This is an optimization exercise on Yosys and OpenROAD, whose aim is small area, a short achievable clock period and few clock cycles per item, not a production implementation. Function was checked by simulation only, so behaviour that the tests miss may differ from the original.

===== flow/run.sh =====
#!/bin/bash
# synth_recipe.tcl (not shown) runs the flow's synth.tcl, then flattens the netlist and writes it again
# the make line also repeats each setting of config.mk as NAME=value (left out here)
make -C /OpenROAD-flow-scripts/flow DESIGN_CONFIG=/design/flow/config.mk WORK_HOME=/design/flow/orfs CLKGATE_MAP_FILE= SYNTH_SCRIPT=/design/flow/synth_recipe.tcl finish

===== flow/config.mk =====
export PLATFORM = sky130hd
export DESIGN_NAME = radix_n_signed_digit_alu_unit
export DESIGN_NICKNAME = radix_n_signed_digit_alu_unit
export VERILOG_FILES = /design/flow/design.v
export SDC_FILE = /design/flow/constraint.sdc
export NUM_CORES = 4
export LEC_CHECK = 0
export CAP_MARGIN = 20
export CORE_MARGIN = 2
export CORE_UTILIZATION = 40
export SLEW_MARGIN = 20

===== flow/constraint.sdc =====
create_clock -name core_clock -period 10.5 [get_ports {clock}]
set_input_delay 2.1000 -clock core_clock [delete_from_list [all_inputs] [get_ports {clock}]]
set_output_delay 2.1000 -clock core_clock [all_outputs]
set_load 0.01 [all_outputs]

===== flow/design.v =====
module rnsd_addsub (
   input  logic [35:0] x,
   input  logic [35:0] y,
   input  logic        sub,
   input  logic [3:0]  k,     
   input  logic [3:0]  rm,    
   output logic [35:0] z,
   output logic        co     
);
   logic [35:0] yb, yo;
   logic [36:0] s;
   logic [8:0]  c;
   always_comb begin
      for (int i = 0; i < 9; i++) begin
         yb[4*i +: 4] = y[4*i +: 4] + k;
      end
   end
   assign yo = sub ? ~y : yb;
   assign s  = {1'b0, x} + {1'b0, yo} + {36'd0, sub};
   assign co = s[36];
   always_comb begin
      for (int i = 0; i < 8; i++) begin
         c[i] = s[4*i+4] ^ x[4*i+4] ^ yo[4*i+4];
      end
      c[8] = s[36];
      for (int i = 0; i < 9; i++) begin
         z[4*i +: 4] = s[4*i +: 4] + (c[i] ? 4'd0 : rm);
      end
   end
endmodule
module radix_n_signed_digit_alu_unit (
   input  logic        clock,
   input  logic        reset,
   input  logic        start,
   output logic        busy,
   input  logic [67:0] req_data,
   output logic        rsp_valid,
   output logic [67:0] rsp_data,
   input  logic        csr_we,
   input  logic [4:0]  csr_wdata
);
   localparam logic [1:0] ACT_ADD = 2'd0;
   localparam logic [1:0] ACT_SUB = 2'd1;
   localparam logic [1:0] ACT_MUL = 2'd2;
   localparam logic [1:0] ACT_DIV = 2'd3;
   localparam logic [1:0] ST_OK           = 2'd0;
   localparam logic [1:0] ST_OVERFLOW     = 2'd1;
   localparam logic [1:0] ST_ZERO_BY_ZERO = 2'd2;
   localparam logic [1:0] ST_DIV_BY_ZERO  = 2'd3;
   localparam logic [2:0] S_IDLE = 3'd0;
   localparam logic [2:0] S_AS   = 3'd1;    
   localparam logic [2:0] S_SET1 = 3'd2;    
   localparam logic [2:0] S_SET2 = 3'd3;    
   localparam logic [2:0] S_DL   = 3'd4;    
   localparam logic [2:0] S_DH   = 3'd5;    
   localparam logic [2:0] S_DC   = 3'd6;    
   localparam logic [2:0] S_FIX  = 3'd7;    
   logic [4:0] radix_ff;
   logic [3:0] rmax_ff;    
   logic [3:0] k_ff;       
   logic       big_ff;     
   logic [4:0] csr_r;
   assign csr_r = (csr_wdata < 5'd2) ? 5'd2 : (csr_wdata > 5'd16) ? 5'd16 : csr_wdata;
   always_ff @(posedge clock) begin
      if (reset) begin
         radix_ff <= 5'd10;
         rmax_ff  <= 4'd9;
         k_ff     <= 4'd6;
         big_ff   <= 1'b1;
      end else if (csr_we) begin
         radix_ff <= csr_r;
         rmax_ff  <= 4'(csr_r - 5'd1);
         k_ff     <= 4'(5'd16 - csr_r);
         big_ff   <= (csr_r > 5'd8);
      end
   end
   logic [2:0]  st_ff;
   logic [1:0]  act_ff;
   logic        na_ff, nb_ff, anz_ff, bnz_ff;
   logic [31:0] a_ff, b_ff;
   logic [35:0] w_ff, m2_ff, m4_ff, m8_ff;
   logic        ov4_ff, ov8_ff, ovf_ff;
   logic [3:0]  cnt_ff;
   logic [1:0]  qhi_ff;
   logic        rsp_valid_ff, rsp_div_ff, neg_ff;
   logic [1:0]  status_ff;
   assign busy = !((st_ff == S_IDLE) || (st_ff == S_AS));
   logic acc;
   assign acc = start && !busy;
   logic [31:0] a_in, b_in;
   always_comb begin
      for (int i = 0; i < 8; i++) begin
         a_in[4*i +: 4] = (req_data[33+4*i +: 4] > rmax_ff) ? rmax_ff : req_data[33+4*i +: 4];
         b_in[4*i +: 4] = (req_data[4*i +: 4] > rmax_ff) ? rmax_ff : req_data[4*i +: 4];
      end
   end
   logic        is_div, is_mul;
   assign is_div = act_ff[0];    
   assign is_mul = !act_ff[0];
   logic [3:0]  at;
   logic [35:0] w9;
   logic        mul_hi;
   assign at     = a_ff[31:28];
   assign w9     = {w_ff[31:0], is_div ? at : 4'd0};
   assign mul_hi = (at[3:2] != 2'b00);
   logic        eff_sub, sbn;
   assign sbn     = nb_ff ^ act_ff[0];
   assign eff_sub = na_ff ^ sbn;
   logic [35:0] x1, y1, x2, y2, z1, z2;
   logic        s1, s2, co1, co2;
   logic        bit1, bit2, ovh, ovl, use_hi;
   assign use_hi = (st_ff == S_DH) || ((st_ff == S_DL) && is_mul && mul_hi);
   assign ovh    = use_hi ? ov8_ff : 1'b0;
   assign ovl    = use_hi ? ov4_ff : 1'b0;
   always_comb begin
      x1 = w9;
      y1 = use_hi ? m8_ff : m2_ff;
      s1 = is_div;
      s2 = is_div;
      y2 = use_hi ? m4_ff : {4'd0, b_ff};
      case (st_ff)
         S_SET1: begin
            x1 = {4'd0, b_ff};
            y1 = {4'd0, b_ff};
            s1 = 1'b0;
            s2 = 1'b0;
            y2 = z1;
         end
         S_SET2: begin
            x1 = m4_ff;
            y1 = m4_ff;
            s1 = 1'b0;
         end
         S_AS: begin
            x1 = {4'd0, a_ff};
            y1 = {4'd0, b_ff};
            s1 = eff_sub;
            s2 = 1'b1;
            y2 = {4'd0, a_ff};
         end
         S_FIX: begin
            x1 = {4'd0, a_ff};
            y1 = 36'd1;
            s1 = 1'b0;
            s2 = 1'b1;
            y2 = w_ff;
         end
         S_DC: begin
            x1 = w_ff;
         end
         default: ;
      endcase
   end
   rnsd_addsub u_add1 (.x(x1), .y(y1), .sub(s1), .k(k_ff), .rm(radix_ff[3:0]), .z(z1), .co(co1));
   always_comb begin
      if (is_div) begin
         bit1 = co1 && !ovh;
      end else begin
         bit1 = use_hi ? at[3] : at[1];
      end
      if ((st_ff == S_SET1)) bit1 = 1'b1;
      x2 = bit1 ? z1 : x1;
      if ((st_ff == S_AS) || (st_ff == S_FIX)) x2 = {4'd0, b_ff};
   end
   rnsd_addsub u_add2 (.x(x2), .y(y2), .sub(s2), .k(k_ff), .rm(radix_ff[3:0]), .z(z2), .co(co2));
   logic [35:0] wn;
   logic        ovf_step;
   always_comb begin
      if (is_div) begin
         bit2 = co2 && !ovl;
      end else begin
         bit2 = use_hi ? at[2] : at[0];
      end
      wn = bit2 ? z2 : x2;
      ovf_step = (bit1 && (co1 || ovh)) || (bit2 && (co2 || ovl)) || (wn[35:32] != 4'd0);
   end
   logic div_hi;
   assign div_hi = !ov4_ff && (w9 >= m4_ff);
   function automatic logic [3:0] lead_zeros(logic [31:0] v);
      logic [3:0] n;
      n = 4'd8;
      for (int i = 0; i < 8; i++) begin
         if (v[4*i +: 4] != 4'd0) n = 4'(7 - i);
      end
      lead_zeros = n;
   endfunction
   logic [4:0] lz_sum;
   assign lz_sum = {1'b0, lead_zeros(a_ff)} + {1'b0, lead_zeros(b_ff)};
   logic w_zero, top2_zero, top1_zero;
   assign w_zero    = (w_ff == 36'd0);
   assign top2_zero = (a_ff[31:24] == 8'd0);
   assign top1_zero = (a_ff[31:28] == 4'd0);
   logic [3:0] q_dig;
   assign q_dig = (st_ff == S_DC) ? {qhi_ff, bit1, bit2} : {2'b00, bit1, bit2};
   always_ff @(posedge clock) begin
      if (reset) begin
         st_ff        <= S_IDLE;
         rsp_valid_ff <= 1'b0;
      end else begin
         rsp_valid_ff <= 1'b0;
         case (st_ff)
            S_AS: begin
               rsp_valid_ff <= 1'b1;
               rsp_div_ff   <= 1'b0;
               if (!eff_sub) begin
                  w_ff      <= z1;
                  status_ff <= (z1[35:32] != 4'd0) ? ST_OVERFLOW : ST_OK;
                  neg_ff    <= na_ff;
               end else if (co1) begin
                  w_ff      <= z1;
                  status_ff <= ST_OK;
                  neg_ff    <= na_ff && (a_ff != b_ff);
               end else begin
                  w_ff      <= z2;
                  status_ff <= ST_OK;
                  neg_ff    <= sbn;
               end
               st_ff <= S_IDLE;
            end
            S_SET1: begin
               m2_ff  <= z1;
               m4_ff  <= z2;
               ov4_ff <= co2;
               ov8_ff <= !big_ff;
               ovf_ff <= 1'b0;
               w_ff   <= '0;
               if (!anz_ff || !bnz_ff || (is_mul && (lz_sum <= 5'd6))) begin
                  rsp_valid_ff <= 1'b1;
                  rsp_div_ff   <= is_div;
                  neg_ff       <= (na_ff ^ nb_ff) && anz_ff && bnz_ff;
                  if (is_div && !bnz_ff)
                     status_ff <= anz_ff ? ST_DIV_BY_ZERO : ST_ZERO_BY_ZERO;
                  else if (is_mul && anz_ff && bnz_ff)
                     status_ff <= ST_OVERFLOW;
                  else
                     status_ff <= ST_OK;
                  st_ff <= S_IDLE;
               end else begin
                  if (top2_zero) begin
                     a_ff   <= {a_ff[23:0], 8'd0};
                     cnt_ff <= 4'd6;
                  end else if (top1_zero) begin
                     a_ff   <= {a_ff[27:0], 4'd0};
                     cnt_ff <= 4'd7;
                  end else begin
                     cnt_ff <= 4'd8;
                  end
                  st_ff <= big_ff ? S_SET2 : S_DL;
               end
            end
            S_SET2: begin
               m8_ff  <= z1;
               ov8_ff <= ov4_ff || co1;
               if (top2_zero && (cnt_ff >= 4'd2)) begin
                  a_ff   <= {a_ff[23:0], 8'd0};
                  cnt_ff <= cnt_ff - 4'd2;
               end else if (top1_zero) begin
                  a_ff   <= {a_ff[27:0], 4'd0};
                  cnt_ff <= cnt_ff - 4'd1;
               end
               st_ff <= S_DL;
            end
            S_DL, S_DH, S_DC: begin
               if (ovf_ff) begin
                  rsp_valid_ff <= 1'b1;
                  rsp_div_ff   <= 1'b0;
                  status_ff    <= ST_OVERFLOW;
                  st_ff        <= S_IDLE;
               end else if ((st_ff == S_DL) && w_zero && top2_zero && (cnt_ff >= 4'd2)) begin
                  a_ff   <= {a_ff[23:0], 8'd0};
                  cnt_ff <= cnt_ff - 4'd2;
                  if (cnt_ff == 4'd2) begin
                     if (is_div && na_ff) begin
                        st_ff <= S_FIX;
                     end else begin
                        rsp_valid_ff <= 1'b1;
                        rsp_div_ff   <= is_div;
                        status_ff    <= ST_OK;
                        neg_ff       <= na_ff ^ nb_ff;
                        st_ff        <= S_IDLE;
                     end
                  end
               end else if ((st_ff == S_DL) && is_div && div_hi) begin
                  st_ff <= S_DH;
               end else if ((st_ff == S_DH) || ((st_ff == S_DL) && is_mul && mul_hi)) begin
                  w_ff   <= wn;
                  qhi_ff <= {bit1, bit2};
                  if (is_mul) ovf_ff <= ovf_step;
                  st_ff  <= S_DC;
               end else begin
                  w_ff   <= wn;
                  a_ff   <= {a_ff[27:0], is_div ? q_dig : 4'd0};
                  cnt_ff <= cnt_ff - 4'd1;
                  if (is_mul) ovf_ff <= ovf_step;
                  if (cnt_ff == 4'd1) begin
                     if (is_div && na_ff) begin
                        st_ff <= S_FIX;
                     end else begin
                        rsp_valid_ff <= 1'b1;
                        rsp_div_ff   <= is_div;
                        status_ff    <= (is_mul && ovf_step) ? ST_OVERFLOW : ST_OK;
                        neg_ff       <= na_ff ^ nb_ff;
                        st_ff        <= S_IDLE;
                     end
                  end else begin
                     st_ff <= S_DL;
                  end
               end
            end
            S_FIX: begin
               if (!w_zero) begin
                  a_ff <= z1[31:0];
                  w_ff <= z2;
               end
               rsp_valid_ff <= 1'b1;
               rsp_div_ff   <= 1'b1;
               status_ff    <= ST_OK;
               neg_ff       <= na_ff ^ nb_ff;
               st_ff        <= S_IDLE;
            end
            default: begin
               st_ff <= S_IDLE;
            end
         endcase
         if (acc) begin
            act_ff <= req_data[67:66];
            a_ff   <= a_in;
            b_ff   <= b_in;
            anz_ff <= (req_data[64:33] != 32'd0);
            bnz_ff <= (req_data[31:0] != 32'd0);
            na_ff  <= req_data[65] && (req_data[64:33] != 32'd0);
            nb_ff  <= req_data[32] && (req_data[31:0] != 32'd0);
            st_ff  <= req_data[67] ? S_SET1 : S_AS;
         end
      end
   end
   logic st_ok;
   assign st_ok     = (status_ff == ST_OK);
   assign rsp_valid = rsp_valid_ff;
   assign rsp_data  = {neg_ff && st_ok && (!rsp_div_ff || (a_ff != 32'd0)),
                       st_ok ? (rsp_div_ff ? a_ff : w_ff[31:0]) : 32'd0,
                       1'b0,
                       (st_ok && rsp_div_ff) ? w_ff[31:0] : 32'd0,
                       status_ff};
endmodule

==> results.py <==
metrics = {
    "routing": {
        "routed_wl_um": 154000,
        "drt_iter0_markers": 4652,
        "dr.pass1.iters": 9,
        "drc": 0,
        "routed_via_density": 6.25,
        "antenna_left": 0,
        "wl_per_cell_um": 28.7,
        "vias": 33500,
    },
    "synth": {
        "synth_top_family_by_area": "compound AO/OA/AOI/OAI gates",
        "synth_xor_area_share_pct": 7.58,
        "yosys.area_share.simple_pct": 17.2,
        "avgSynthCellArea_um2": 8.16,
        "synth.most_common_cell": "a21oi_1",
        "syn_inst": 3635,
        "synth_commonest_cells": "a21oi_1 (369), nand2_1 (354), nor2_1 (331), ha_1 (289), o21ai_0 (264)",
        "async_reset_ff_share_pct": 0,
        "synth_edf_count": 226,
        "syn-cell-area_mm2": 0.0296,
        "yosysSeqAreaShare_pct": 24.0,
        "yosys.area_share.adder_pct": 15.0,
        "yosys.area.top_type": "edfxtp_1",
        "muxShareOfSynthArea_pct": 7.45,
        "synth_compound_area_share_pct": 23.3,
        "synth_cell_types": 104,
        "ys.flop_type": "edfxtp_1",
        "yosysWarnings": 2,
        "syn-num-nets": 4042,
        "synth-seq-cells": 242,
        "ys_top_cells_by_area": "edfxtp_1 (23%), ha_1 (12%), mux2i_1 (6.9%), a21oi_1 (6.2%), xnor2_1 (4.7%)",
        "yosys.area.top_type_share_pct": 22.9,
    },
    "grt": {
        "grt_max_degree": 80,
        "grt_util_all_layers_pct": 38.6,
        "grt_antenna_before_repair": 10,
        "grt_overflow": 0,
        "grt_pass1_wl_um": 216000,
        "grt_pass1_vias": 30900,
    },
    "timing": {
        "max_freq_ghz": 0.0899,
        "period_minus_slack_ns": 11.12,
        "setup_viol": 19,
        "final_max_slew_viol_count": 0,
        "setup_slack_ns": -0.622,
        "relSlewSlack_pct": 26.5,
        "fin_skew_ns": 0.0197,
        "tightest_slew_ns": 1.09,
        "fin_crit_sh_pct": 106,
        "rsz0062_at_grt": "true",
        "finalHoldViolations": 0,
    },
    "layout": {
        "fillers": 6914,
        "layout-drive-gt1-share_pct": 24.6,
        "layout.nets": 4782,
        "register_area_mm2": 0.00712,
        "instances_no_fill": 5361,
        "multi_input_area_mm2": 0.0220,
        "syn_to_final_growth_pct": 33.8,
    },
    "min_path": {
        "min_path_type": "flop to flop",
    },
    "clock_network": {
        "clock_latency_ns": 0.61,
        "cts.sinks": 242,
        "cts_root_buf": "clkbuf_16",
        "cts.clk_slew.worst_paths_ns": 0.07,
        "cts_tree": "done",
        "clockBufferDepth": 3,
        "cts_buffers": 29,
        "htreeDepth": 1,
    },
    "placement": {
        "port_buffers": 145,
        "dp.cells": 5248,
        "hpwl_um": 119000,
        "place_ws_ns": -0.733,
        "place.gp.congestion": 1.10,
    },
    "floorplanning": {
        "rows": 99,
        "die_w_um": 276,
        "die_y_um": 276,
        "coreArea_mm2": 0.0732,
        "num_io_pins": 147,
        "start_util_pct": 40.5,
        "dieArea_mm2": 0.0763,
    },
    "critical_path": {
        "r2r_slack_ns": -0.62,
        "max_stage_delay_ns": 0.62,
        "arrival_ns": 11.47,
        "critPathCaptureType": "flop",
        "cp.required_ns": 10.85,
        "setup.worst_path.class": "flop to flop",
        "critPathMaxFanout": 16,
        "worstSetupStartpointType": "flop",
        "cp_common_cell": "ha_1",
        "crit_slowest_cell": "fa_1",
    },
    "run_status": {
        "violations": "negative setup slack",
        "status": "failed layout checks",
    },
    "job": {
        "maxCapViolations": 0,
    },
}
registers in the layout, summed over array words and instances (netlist names), 2 cells and up:
name       cells
cnt_ff         4
m2_ff         36
status_ff      2
qhi_ff         2
st_ff          3
b_ff          32
m4_ff         36
m8_ff         36
radix_ff       4
rmax_ff        4
k_ff           3
w_ff          36
a_ff          32
cells in the final DEF, fill, tap and decap left out, types with 46 or more instances in the layout:
| master | synthesis | final |
|---|---|---|
| a21oi_1 | 369 | 342 |
| nor2_1 | 331 | 310 |
| buf_4 | 5 | 768 |
| ha_1 | 289 | 272 |
| xnor2_1 | 159 | 143 |
| mux2i_1 | 204 | 195 |
| inv_1 | 178 | 173 |
| o21ai_0 | 264 | 243 |
| nand3_1 | 83 | 82 |
| a21o_1 | 91 | 89 |
| edfxtp_1 | 226 | 226 |
| nand2_1 | 354 | 351 |
| o22ai_1 | 46 | 46 |
| xor2_1 | 70 | 59 |
| clkdlybuf4s50_1 | 0 | 145 |
timing repair:
| action | CTS | global route |
|---|---|---|
| endpoints found under the setup margin | 22 | 55 |
| hold buffers | 0 | 0 |
| endpoints found under the hold margin | 0 | 0 |
| gates resized for setup | 36 | 152 |
| setup buffers | 19 | 35 |
| pin swaps | 34 | 123 |
routing by layer:
layer | GRT usage [%] | up-vias | part of all wire [%]
li1 | - | 14800 | -
met1 | 49.3 | 15700 | 38
met2 | 54.8 | 2342 | 40
met3 | 10.3 | 643 | 12
met4 | 30.9 | 6 | 9.9
met5 | 0 | - | 0.022
final cells by class:
class	instances	area share [%]
multi-input cells	2975	55.5
clock buffers	39	2.11
well taps	959	3.02
clock inverters	15	0.350
diodes	4	0.0252
repair buffers	941	19.3
inverters	186	1.76
flip-flops and latches	242	17.9
kinds of logic after synthesis:
family / Yosys count
AOI/OAI and AO/OA: 1091
other: 1
and+or+nand+nor: 1095
buffers and inverters: 418
muxes: 218
DFF: 242
adders and majority gates: 330
xor gates and xnor gates: 240
through the flow:
stage                     cell area (um2)  TNS, ns  hold slack (ns)  utilization [%]
after detailed placement            37400    -6.23            0.455             51.1
after global placement              37400    -4.23            0.449             51.1
after global routing                39700   -16.96            0.502             54.2
after floorplan                     30100   -0.125            0.449                -
after CTS                           38700    -1.04            0.463             52.8
final                               39700    -3.93            0.461             54.2
path summary, 6_finish.rpt:
check	startpoint	endpoint	depth (start not counted)
max	a_ff[31]	w_ff[27]	55
min	rmax_ff[2]	rmax_ff[2]	2
max reg2reg	a_ff[31]	w_ff[27]	55
min reg2reg	rmax_ff[2]	rmax_ff[2]	2
critical path, delay by kind of cell (launching register included):
kind,cells,cell delay [ns]
buffers and inverters,7,0.96
XOR/XNOR,9,1.59
adder cells (fa/ha/maj),7,2.23
AO/OA/AOI/OAI,17,3.12
multiplexers,2,0.33
AND/OR/NAND/NOR,13,2.20
flip-flops,1,0.42
Testbench counts, summed over its fixed seeds: cycles 12,434, items 2,880.

## static timing again, ports no longer ideal
In the flow no input, the clock included, has a driving cell. The finished layout below was timed again as built, in two steps. Step 1 (the two cells are an assumption about what drives the block):
set clk [get_ports {clock}]
set_driving_cell -lib_cell sky130_fd_sc_hd__clkbuf_16 $clk
set_driving_cell -lib_cell sky130_fd_sc_hd__buf_2 [delete_from_list [all_inputs] $clk]
Step 2 times the ports against the registers' clock, not the clock port: input delays grow and output delays shrink by t, the midpoint of the rising clock arrivals with the driver on. Three values: no drivers, after step 1, after step 2; two values: the first two.
t, ns: 0.671
setup WS [ns]: -0.622 / -0.622 / -0.622
worst data-port slew with drivers (ns): 0.06
For this run, drivers alone change the setup slack by 0.000 ns; drivers and shift together by 0.000 ns.
